Context: an optimization exercise on an open-source flow, tuned for small area, a short achievable clock period and few clock cycles per item. The choices shown serve that exercise and are no tape-out recipe.
The RTL was checked by simulation tests, not by an equivalence proof against the original design.
Power is estimated from default activity; no workload was simulated.

==> flow/design.v <==
`timescale 1ns / 1ps
package pcrc64_pkg;
  localparam int CrcWidth    = 64;
  localparam int ByteWidth   = 8;
  localparam int CountWidth  = 32;
  localparam int CfgIdxWidth = 3;
  localparam logic [CrcWidth-1:0]   PolyReset   = 64'h42F0_E1EB_A9EA_3693;
  localparam logic [CrcWidth-1:0]   InitReset   = '0;
  localparam logic [CrcWidth-1:0]   XorOutReset = '0;
  function automatic logic [ByteWidth-1:0] flip8(input logic [ByteWidth-1:0] b);
    logic [ByteWidth-1:0] r;
    for (int i = 0; i < ByteWidth; i = i + 1) begin
      r[i] = b[ByteWidth-1-i];
    end
    flip8 = r;
  endfunction
  function automatic logic [CrcWidth-1:0] flip64(input logic [CrcWidth-1:0] v);
    logic [CrcWidth-1:0] r;
    for (int i = 0; i < CrcWidth; i = i + 1) begin
      r[i] = v[CrcWidth-1-i];
    end
    flip64 = r;
  endfunction
  function automatic logic [ByteWidth-1:1] qvec(input logic [CrcWidth-1:0] poly);
    logic [ByteWidth-1:0] q;
    q    = '0;
    q[0] = 1'b1;
    for (int j = 1; j < ByteWidth; j = j + 1) begin
      for (int i = 1; i <= j; i = i + 1) begin
        q[j] = q[j] ^ (poly[CrcWidth-i] & q[j-i]);
      end
    end
    qvec = q[ByteWidth-1:1];
  endfunction
  function automatic logic [ByteWidth-1:0] qapply(input logic [ByteWidth-1:1] q,
                                                  input logic [ByteWidth-1:0] u);
    logic [ByteWidth-1:0] f;
    for (int i = 0; i < ByteWidth; i = i + 1) begin
      f[i] = u[i];
      for (int k = 0; k < i; k = k + 1) begin
        f[i] = f[i] ^ (q[i-k] & u[k]);
      end
    end
    qapply = f;
  endfunction
  function automatic logic [ByteWidth-1:0] byte_share(input logic [ByteWidth-1:1] q,
                                                      input logic [ByteWidth-1:0] b);
    byte_share = qapply(q, flip8(b));
  endfunction
  function automatic logic [CrcWidth-1:0] crc_step8(input logic [CrcWidth-1:0]  crc,
                                                     input logic [ByteWidth-1:0] v,
                                                     input logic [CrcWidth-1:0]  poly,
                                                     input logic [ByteWidth-1:1] q);
    logic [ByteWidth-1:0] f;
    logic [CrcWidth-1:0]  r;
    f = qapply(q, flip8(crc[CrcWidth-1 -: ByteWidth])) ^ v;
    r = {crc[CrcWidth-ByteWidth-1:0], {ByteWidth{1'b0}}};
    for (int k = 0; k < ByteWidth; k = k + 1) begin
      r = r ^ ({CrcWidth{f[k]}} & (poly << (ByteWidth-1-k)));
    end
    crc_step8 = r;
  endfunction
endpackage
`timescale 1ns / 1ps
module pcrc64_front (
  input  logic                             clk,
  input  logic                             rst,
  input  logic                             s_axis_tvalid,
  output logic                             s_axis_tready,
  input  logic [pcrc64_pkg::ByteWidth-1:0] s_axis_tdata,
  input  logic                             s_axis_tuser,
  input  logic                             reflect_in,
  input  logic [pcrc64_pkg::ByteWidth-1:1] poly_q,
  output logic                             q_valid,
  input  logic                             q_ready,
  output logic                             q_kind,
  output logic [pcrc64_pkg::ByteWidth-1:0] q_data
);
  logic push;
  assign s_axis_tready = !q_valid || q_ready;
  assign push          = s_axis_tvalid && s_axis_tready;
  always_ff @(posedge clk) begin
    if (rst) begin
      q_valid <= 1'b0;
    end else if (push) begin
      q_valid <= 1'b1;
    end else if (q_ready) begin
      q_valid <= 1'b0;
    end
  end
  always_ff @(posedge clk) begin
    if (push) begin
      q_kind <= s_axis_tuser;
      q_data <= pcrc64_pkg::byte_share(poly_q, reflect_in ? pcrc64_pkg::flip8(s_axis_tdata)
                                                          : s_axis_tdata);
    end
  end
endmodule
`timescale 1ns / 1ps
module pcrc64_back (
  input  logic                                clk,
  input  logic                                rst,
  input  logic [pcrc64_pkg::CrcWidth-1:0]     polynomial,
  input  logic [pcrc64_pkg::ByteWidth-1:1]    poly_q,
  input  logic [pcrc64_pkg::CrcWidth-1:0]     initial_value,
  input  logic [pcrc64_pkg::CrcWidth-1:0]     xor_out,
  input  logic                                reflect_out,
  input  logic                                reflect_out_n,   
  input  logic                                q_valid,
  output logic                                q_ready,
  input  logic                                q_kind,
  input  logic [pcrc64_pkg::ByteWidth-1:0]    q_data,
  output logic                                m_axis_tvalid,
  input  logic                                m_axis_tready,
  output logic [pcrc64_pkg::CrcWidth+pcrc64_pkg::CountWidth-1:0] m_axis_tdata
);
  logic [pcrc64_pkg::CrcWidth-1:0]   crc_register;
  logic [pcrc64_pkg::CountWidth-1:0] bytes_absorbed;
  logic                              take;
  assign q_ready = !m_axis_tvalid || m_axis_tready;
  assign take    = q_valid && q_ready;
  always_ff @(posedge clk) begin
    if (rst) begin
      crc_register   <= pcrc64_pkg::InitReset;
      bytes_absorbed <= '0;
      m_axis_tvalid  <= 1'b0;
    end else begin
      if (take) begin
        m_axis_tvalid <= 1'b1;
        if (q_kind) begin
          crc_register   <= initial_value;
          bytes_absorbed <= '0;
        end else begin
          crc_register   <= pcrc64_pkg::crc_step8(crc_register, q_data, polynomial, poly_q);
          if (!(&bytes_absorbed)) begin
            bytes_absorbed <= bytes_absorbed + 32'd1;
          end
        end
      end else if (m_axis_tready) begin
        m_axis_tvalid <= 1'b0;
      end
    end
  end
  logic [pcrc64_pkg::CrcWidth-1:0] crc_flipped;
  assign crc_flipped = pcrc64_pkg::flip64(crc_register);
  assign m_axis_tdata = {bytes_absorbed,
                         (reflect_out_n ? crc_register[63:32] : crc_flipped[63:32]) ^ xor_out[63:32],
                         (reflect_out   ? crc_flipped[31:0]   : crc_register[31:0])  ^ xor_out[31:0]};
endmodule
`timescale 1ns / 1ps
module parametric_crc64_engine (
  input  logic                                clk,
  input  logic                                rst,
  input  logic                                s_axis_tvalid,
  output logic                                s_axis_tready,
  input  logic [pcrc64_pkg::ByteWidth-1:0]    s_axis_tdata,   
  input  logic                                s_axis_tuser,   
  output logic                                m_axis_tvalid,
  input  logic                                m_axis_tready,
  output logic [pcrc64_pkg::CrcWidth+pcrc64_pkg::CountWidth-1:0] m_axis_tdata,
  input  logic                                cfg_valid,
  output logic                                cfg_ready,
  input  logic [pcrc64_pkg::CfgIdxWidth-1:0]  cfg_index,
  input  logic [pcrc64_pkg::CrcWidth-1:0]     cfg_data
);
  logic [pcrc64_pkg::CrcWidth-1:0]  polynomial;
  logic [pcrc64_pkg::CrcWidth-1:0]  initial_value;
  logic [pcrc64_pkg::CrcWidth-1:0]  xor_out;
  logic [pcrc64_pkg::ByteWidth-1:1] poly_q;
  logic                             reflect_in;
  logic                             reflect_out;
  logic                             reflect_out_n;
  logic                             q_valid;
  logic                             q_ready;
  logic                             q_kind;
  logic [pcrc64_pkg::ByteWidth-1:0] q_data;
  assign cfg_ready = 1'b1;
  logic [4:0] wr_load;
  logic [4:0] wr_keep;
  always_comb begin
    for (int k = 0; k < 5; k = k + 1) begin
      wr_load[k] = !rst && cfg_valid && (cfg_index == 3'(k));
      wr_keep[k] = !rst && !(cfg_valid && (cfg_index == 3'(k)));
    end
  end
  always_ff @(posedge clk) begin
    polynomial    <= ({64{wr_load[0]}} & cfg_data) | ({64{wr_keep[0]}} & polynomial)
                   | ({64{rst}} & pcrc64_pkg::PolyReset);
    initial_value <= ({64{wr_load[1]}} & cfg_data) | ({64{wr_keep[1]}} & initial_value);
    xor_out       <= ({64{wr_load[2]}} & cfg_data) | ({64{wr_keep[2]}} & xor_out);
    reflect_in    <= (wr_load[3] & cfg_data[0]) | (wr_keep[3] & reflect_in);
    reflect_out   <= (wr_load[4] & cfg_data[0]) | (wr_keep[4] & reflect_out);
    reflect_out_n <= (wr_load[4] & ~cfg_data[0]) | (wr_keep[4] & reflect_out_n) | rst;
  end
  always_ff @(posedge clk) begin
    if (rst) begin
      poly_q <= pcrc64_pkg::qvec(pcrc64_pkg::PolyReset);
    end else if (cfg_valid && cfg_index == 3'd0) begin
      poly_q <= pcrc64_pkg::qvec(cfg_data);
    end
  end
  pcrc64_front u_front (
    .clk           (clk),
    .rst           (rst),
    .s_axis_tvalid (s_axis_tvalid),
    .s_axis_tready (s_axis_tready),
    .s_axis_tdata  (s_axis_tdata),
    .s_axis_tuser  (s_axis_tuser),
    .reflect_in    (reflect_in),
    .poly_q        (poly_q),
    .q_valid       (q_valid),
    .q_ready       (q_ready),
    .q_kind        (q_kind),
    .q_data        (q_data)
  );
  pcrc64_back u_back (
    .clk           (clk),
    .rst           (rst),
    .polynomial    (polynomial),
    .poly_q        (poly_q),
    .initial_value (initial_value),
    .xor_out       (xor_out),
    .reflect_out   (reflect_out),
    .reflect_out_n (reflect_out_n),
    .q_valid       (q_valid),
    .q_ready       (q_ready),
    .q_kind        (q_kind),
    .q_data        (q_data),
    .m_axis_tvalid (m_axis_tvalid),
    .m_axis_tready (m_axis_tready),
    .m_axis_tdata  (m_axis_tdata)
  );
endmodule
==> flow/config.mk <==
export PLATFORM = sky130hd
export DESIGN_NAME = parametric_crc64_engine
export DESIGN_NICKNAME = parametric_crc64_engine
export VERILOG_FILES = /design/flow/design.v
export SDC_FILE = /design/flow/constraint.sdc
export NUM_CORES = 4
export LEC_CHECK = 0
export CAP_MARGIN = 10
export CORE_MARGIN = 2
export CORE_UTILIZATION = 60
export SETUP_SLACK_MARGIN = 2.9
export SLEW_MARGIN = 10
export TNS_END_PERCENT = 100
==> flow/constraint.sdc <==
create_clock -name core_clock -period 6.0 [get_ports {clk}]
set_input_delay 1.2000 -clock core_clock [delete_from_list [all_inputs] [get_ports {clk}]]
set_output_delay 1.2000 -clock core_clock [all_outputs]
set_load 0.01 [all_outputs]
standard.sh (not shown) runs the stock make flow with config.mk's settings and CLKGATE_MAP_FILE= SYNTH_SCRIPT=/design/flow/synth_recipe.tcl, a recipe that flattens the netlist after the stock synthesis.
==> flow/flow/run.sh <==
#!/bin/bash
# Layout flow: the standard flow (standard.sh) with two changes:
# - the buffers that global placement puts on every input and output port are
#   sky130_fd_sc_hd__buf_1 cells instead of the cell OpenROAD picks by default
#   (clkdlybuf4s50_1, a slow delay buffer twice the area);
# - clock tree synthesis builds the tree from clkbuf_8 cells and inserts no
#   dummy loads (otherwise the standard arguments).
# Synthesis is the standard one, run first and unchanged. Each run's full
# output goes to a log file of its own in this folder; ORFS keeps its
# per-step logs under orfs/logs.
set -euo pipefail
bash standard.sh synth > synth.log 2>&1
export BUFFER_PORTS_ARGS="-buffer_cell sky130_fd_sc_hd__buf_1"
export CTS_ARGS="-sink_clustering_enable -repair_clock_nets -dont_use_dummy_load -buf_list sky130_fd_sc_hd__clkbuf_8"
bash standard.sh > layout.log 2>&1
Testbench counts at the start, summed over its fixed seeds: cycles 19,264, items 19,200.
Next try:
--- a/flow/config.mk
+++ b/flow/config.mk
@@ -13 +12,0 @@
-export TNS_END_PERCENT = 100
After rerunning:
- The new run ran to the end with no violations
- global-route usage does not change
- power stays the same
- wire length stays the same
- non-clock buffer count does not change
Next try:
--- a/flow/flow/run.sh
+++ b/flow/flow/run.sh
@@ -6 +6 @@
-# - clock tree synthesis builds the tree from clkbuf_8 cells and inserts no
+# - clock tree synthesis builds the tree from clkbuf_4 and clkbuf_8 cells and inserts no
@@ -14 +14 @@
-export CTS_ARGS="-sink_clustering_enable -repair_clock_nets -dont_use_dummy_load -buf_list sky130_fd_sc_hd__clkbuf_8"
+export CTS_ARGS="-sink_clustering_enable -repair_clock_nets -dont_use_dummy_load -buf_list {sky130_fd_sc_hd__clkbuf_4 sky130_fd_sc_hd__clkbuf_8}"
Register-to-register slack stays flat.
Power does not change.
Sequential power hardly moves.
Area after synthesis stays the same.
Via count does not change.
First-iteration DRC count stays the same.
Count of clock-buffer cells in the layout is unchanged.
Next try:
--- a/flow/flow/run.sh
+++ b/flow/flow/run.sh
@@ -6 +6 @@
-# - clock tree synthesis builds the tree from clkbuf_4 and clkbuf_8 cells and inserts no
+# - clock tree synthesis builds the tree from clkbuf_8 cells and inserts no
@@ -14 +14 @@
-export CTS_ARGS="-sink_clustering_enable -repair_clock_nets -dont_use_dummy_load -buf_list {sky130_fd_sc_hd__clkbuf_4 sky130_fd_sc_hd__clkbuf_8}"
+export CTS_ARGS="-sink_clustering_enable -repair_clock_nets -dont_use_dummy_load -buf_list sky130_fd_sc_hd__clkbuf_8"
--- a/flow/config.mk
+++ b/flow/config.mk
@@ -11 +11 @@
-export SETUP_SLACK_MARGIN = 2.9
+export SETUP_SLACK_MARGIN = 3.05
After rerunning: The changed run produced a clean layout. Worst setup slack degrades by 0.092 ns. Clock skew falls by 0.014 ns. Wire length rises by 3.6%. Total power rises by 5.1%.
Next try:
--- a/flow/config.mk
+++ b/flow/config.mk
@@ -11 +11 @@
-export SETUP_SLACK_MARGIN = 3.05
+export SETUP_SLACK_MARGIN = 2.75
After rerunning:
- final area went down by a few percent
- worst hold slack stays flat
- worst setup slack gets worse by 0.016 ns

---

Starts from the design.v that is shown in full above.
export LEC_CHECK = 0
export CAP_MARGIN = 20
export CORE_MARGIN = 2
export CORE_UTILIZATION = 60
export SETUP_SLACK_MARGIN = 2.9
export SLEW_MARGIN = 20
create_clock -name core_clock -period 6.0 [get_ports {clk}]
==> flow/flow/run.sh <==
#!/bin/bash
# Layout flow: the standard flow (standard.sh) with two changes:
# - the buffers that global placement puts on every input and output port are
#   sky130_fd_sc_hd__buf_2 cells instead of the cell OpenROAD picks by default
#   (clkdlybuf4s50_1, a slow delay buffer twice the area);
# - clock tree synthesis builds the tree from clkbuf_8 cells and inserts no
#   dummy loads (otherwise the standard arguments).
# Synthesis is the standard one, run first and unchanged. Each run's full
# output goes to a log file of its own in this folder; ORFS keeps its
# per-step logs under orfs/logs.
set -euo pipefail
bash standard.sh synth > synth.log 2>&1
export BUFFER_PORTS_ARGS="-buffer_cell sky130_fd_sc_hd__buf_2"
export CTS_ARGS="-sink_clustering_enable -repair_clock_nets -dont_use_dummy_load -buf_list sky130_fd_sc_hd__clkbuf_8"
bash standard.sh > layout.log 2>&1
The baseline finished with timing, DRC and antenna clean.
Testbench counts at the start, summed over its fixed seeds: cycles 19,264, items 19,200.
Rerun with:
--- a/flow/flow/run.sh
+++ b/flow/flow/run.sh
@@ -3,3 +3,3 @@
 # - the buffers that global placement puts on every input and output port are
-#   sky130_fd_sc_hd__buf_2 cells instead of the cell OpenROAD picks by default
+#   sky130_fd_sc_hd__buf_1 cells instead of the cell OpenROAD picks by default
 #   (clkdlybuf4s50_1, a slow delay buffer twice the area);
@@ -12,3 +12,3 @@
 bash standard.sh synth > synth.log 2>&1
-export BUFFER_PORTS_ARGS="-buffer_cell sky130_fd_sc_hd__buf_2"
+export BUFFER_PORTS_ARGS="-buffer_cell sky130_fd_sc_hd__buf_1"
 export CTS_ARGS="-sink_clustering_enable -repair_clock_nets -dont_use_dummy_load -buf_list sky130_fd_sc_hd__clkbuf_8"
CAP_MARGIN = 5   (was 20)
SLEW_MARGIN = 5   (was 20)
Outcome: The changed run produced a clean layout; setup slack improves by 82 ps; total power hardly moves; via count rises slightly; synthesized area does not change.

---

Setup of run A:
parametric_crc64_engine, a different RTL version from the one above (not shown whole).
Size in the first run: roughly 2800 cells after synthesis, roughly 320 flip-flops, about 21000 um2 of cells after synthesis.
Settings: LEC_CHECK=0, CAP_MARGIN=20, CORE_MARGIN=2, CORE_UTILIZATION=60, SETUP_SLACK_MARGIN=2.9, SLEW_MARGIN=20; clock period 6.0 ns.
==> flow/flow/run.sh <==
#!/bin/bash
# Layout flow: the standard flow (standard.sh) with two changes:
# - the buffers that global placement puts on every input and output port are
#   sky130_fd_sc_hd__buf_2 cells instead of the cell OpenROAD picks by default
#   (clkdlybuf4s50_1, a slow delay buffer twice the area);
# - clock tree synthesis builds the tree from clkbuf_8 cells, in clusters of
#   up to 16 sinks at most 60 um across, and inserts no
#   dummy loads (otherwise the standard arguments).
# Synthesis is the standard one, run first and unchanged. Each run's full
# output goes to a log file of its own in this folder; ORFS keeps its
# per-step logs under orfs/logs.
set -euo pipefail
bash standard.sh synth > synth.log 2>&1
export BUFFER_PORTS_ARGS="-buffer_cell sky130_fd_sc_hd__buf_2"
export CTS_ARGS="-sink_clustering_enable -repair_clock_nets -dont_use_dummy_load -buf_list sky130_fd_sc_hd__clkbuf_8 -sink_clustering_size 16 -sink_clustering_max_diameter 60"
bash standard.sh > layout.log 2>&1
Testbench counts of run A, summed over its fixed seeds: cycles 19,264, items 19,200.
diff inputs: run A => run B
==> flow/flow/run.sh <==
#!/bin/bash
# Layout flow: the standard flow (standard.sh), with one change: the
# buffers that global placement puts on every input and output port are
# sky130_fd_sc_hd__buf_2 cells instead of the cell OpenROAD picks by default
# (clkdlybuf4s50_1, a slow delay buffer twice the area). Synthesis is the
# standard one, run first and unchanged. Each run's full output goes to a log
# file of its own in this folder; ORFS keeps its per-step logs under orfs/logs.
set -euo pipefail
bash standard.sh synth > synth.log 2>&1
BUFFER_PORTS_ARGS="-buffer_cell sky130_fd_sc_hd__buf_2" bash standard.sh > layout.log 2>&1
-- flow/config.mk --
<<< run A, line 11
export SETUP_SLACK_MARGIN = 2.9
>>> run B, line 11
export SETUP_SLACK_MARGIN = 3.2
### Flow results
Changes observed in run B relative to run A: power went up about 8%, count of plain and timing-repair buffers -about 2.3%, count of state elements after synthesis barely changed, part of the power in combinational logic went down 5.4 points.
[compare] base=run A new=run B: post-route minimum period fell by 0.088 ns; number of buffer cells added on primary ports saw little to no change.
Relative to run A, overall routed net length has increased by about 1.2% in run B.
### run B -> run C
==> flow/flow/run.sh <==
#!/bin/bash
# Layout flow: the standard flow (standard.sh) with two changes:
# - the buffers that global placement puts on every input and output port are
#   sky130_fd_sc_hd__buf_2 cells instead of the cell OpenROAD picks by default
#   (clkdlybuf4s50_1, a slow delay buffer twice the area);
# - clock tree synthesis builds the tree from clkbuf_8 cells and inserts no
#   dummy loads (otherwise the standard arguments).
# Synthesis is the standard one, run first and unchanged. Each run's full
# output goes to a log file of its own in this folder; ORFS keeps its
# per-step logs under orfs/logs.
set -euo pipefail
bash standard.sh synth > synth.log 2>&1
export BUFFER_PORTS_ARGS="-buffer_cell sky130_fd_sc_hd__buf_2"
export CTS_ARGS="-sink_clustering_enable -repair_clock_nets -dont_use_dummy_load -buf_list sky130_fd_sc_hd__clkbuf_8"
bash standard.sh > layout.log 2>&1
-- flow/config.mk --
<<< run B, line 10
export CORE_UTILIZATION = 60
export SETUP_SLACK_MARGIN = 3.2
>>> run C, line 10
export CORE_UTILIZATION = 70
export PLACE_DENSITY = 0.75
export SETUP_SLACK_MARGIN = 2.9
Looking at run C and run B, the worst-case hold slack is a wash.
Compared with run B, in run C clock share of power went down; synthesis-to-layout area growth went down.
Setup changes, run C to run D
-- flow/config.mk --
<<< run C, line 10
export CORE_UTILIZATION = 70
export PLACE_DENSITY = 0.75
>>> run D, line 10
export CORE_UTILIZATION = 60
## What came out
The post-route worst hold slack was comparable across run C and run D. Relative to run C, the global-route wire length before repair of run D is higher by about 6.5%. Run D vs run C on width of the chip: run D is the higher one. Proportion of final cell area spent on non-clock buffers in run D vs run C: up 0.56 points. Between run C and run D, the cell leakage power is lower for run C. The die used by run D is larger than the one used by run C. Run D: number of signal-net buffers in the layout 5.5% above run C.

[port drivers added, routing unchanged]
The results above use ideal ports. As a check the final layouts listed here were re-extracted and re-timed, cells and wires unchanged.
Step 1 (the two cells are an assumption about what drives the block):
set clk [get_ports {clk}]
set_driving_cell -lib_cell sky130_fd_sc_hd__clkbuf_16 $clk
set_driving_cell -lib_cell sky130_fd_sc_hd__buf_2 [delete_from_list [all_inputs] $clk]
Step 2 times the ports against the registers' clock, not the clock port: input delays grow and output delays shrink by t, the midpoint of the rising clock arrivals with the driver on.
Slacks: ideal ports / drivers / drivers and shift; pairs: ideal ports / drivers.
run | t (ns) | setup WS [ns] | clock arrival spread, ns
the first run of note 1 | 0.648 | 2.903 / 2.849 / 2.557 | 0.055 / 0.054
the second run of note 1 | 0.648 | 2.903 / 2.849 / 2.557 | 0.055 / 0.054
the third run of note 1 | 0.648 | 2.903 / 2.849 / 2.557 | 0.055 / 0.054
the fourth run of note 1 | 0.679 | 2.810 / 2.758 / 2.473 | 0.038 / 0.039
the fifth run of note 1 | 0.659 | 2.794 / 2.746 / 2.330 | 0.067 / 0.066
the first run of note 2 | 0.681 | 2.821 / 2.768 / 2.475 | 0.030 / 0.030
the second run of note 2 | 0.648 | 2.903 / 2.849 / 2.557 | 0.055 / 0.054
run A | 0.691 | 2.774 / 2.723 / 2.606 | 0.064 / 0.064
run B | 0.593 | 2.862 / 2.804 / 2.772 | 0.017 / 0.017
run C | 0.627 | 2.779 / 2.729 / 2.436 | 0.045 / 0.045
run D | 0.682 | 2.715 / 2.659 / 2.564 | 0.058 / 0.057
After both steps setup and hold are still met in every run listed. For the fifth run of note 1, which loses most, drivers alone change the setup slack by -0.048 ns; drivers and shift together by -0.464 ns.
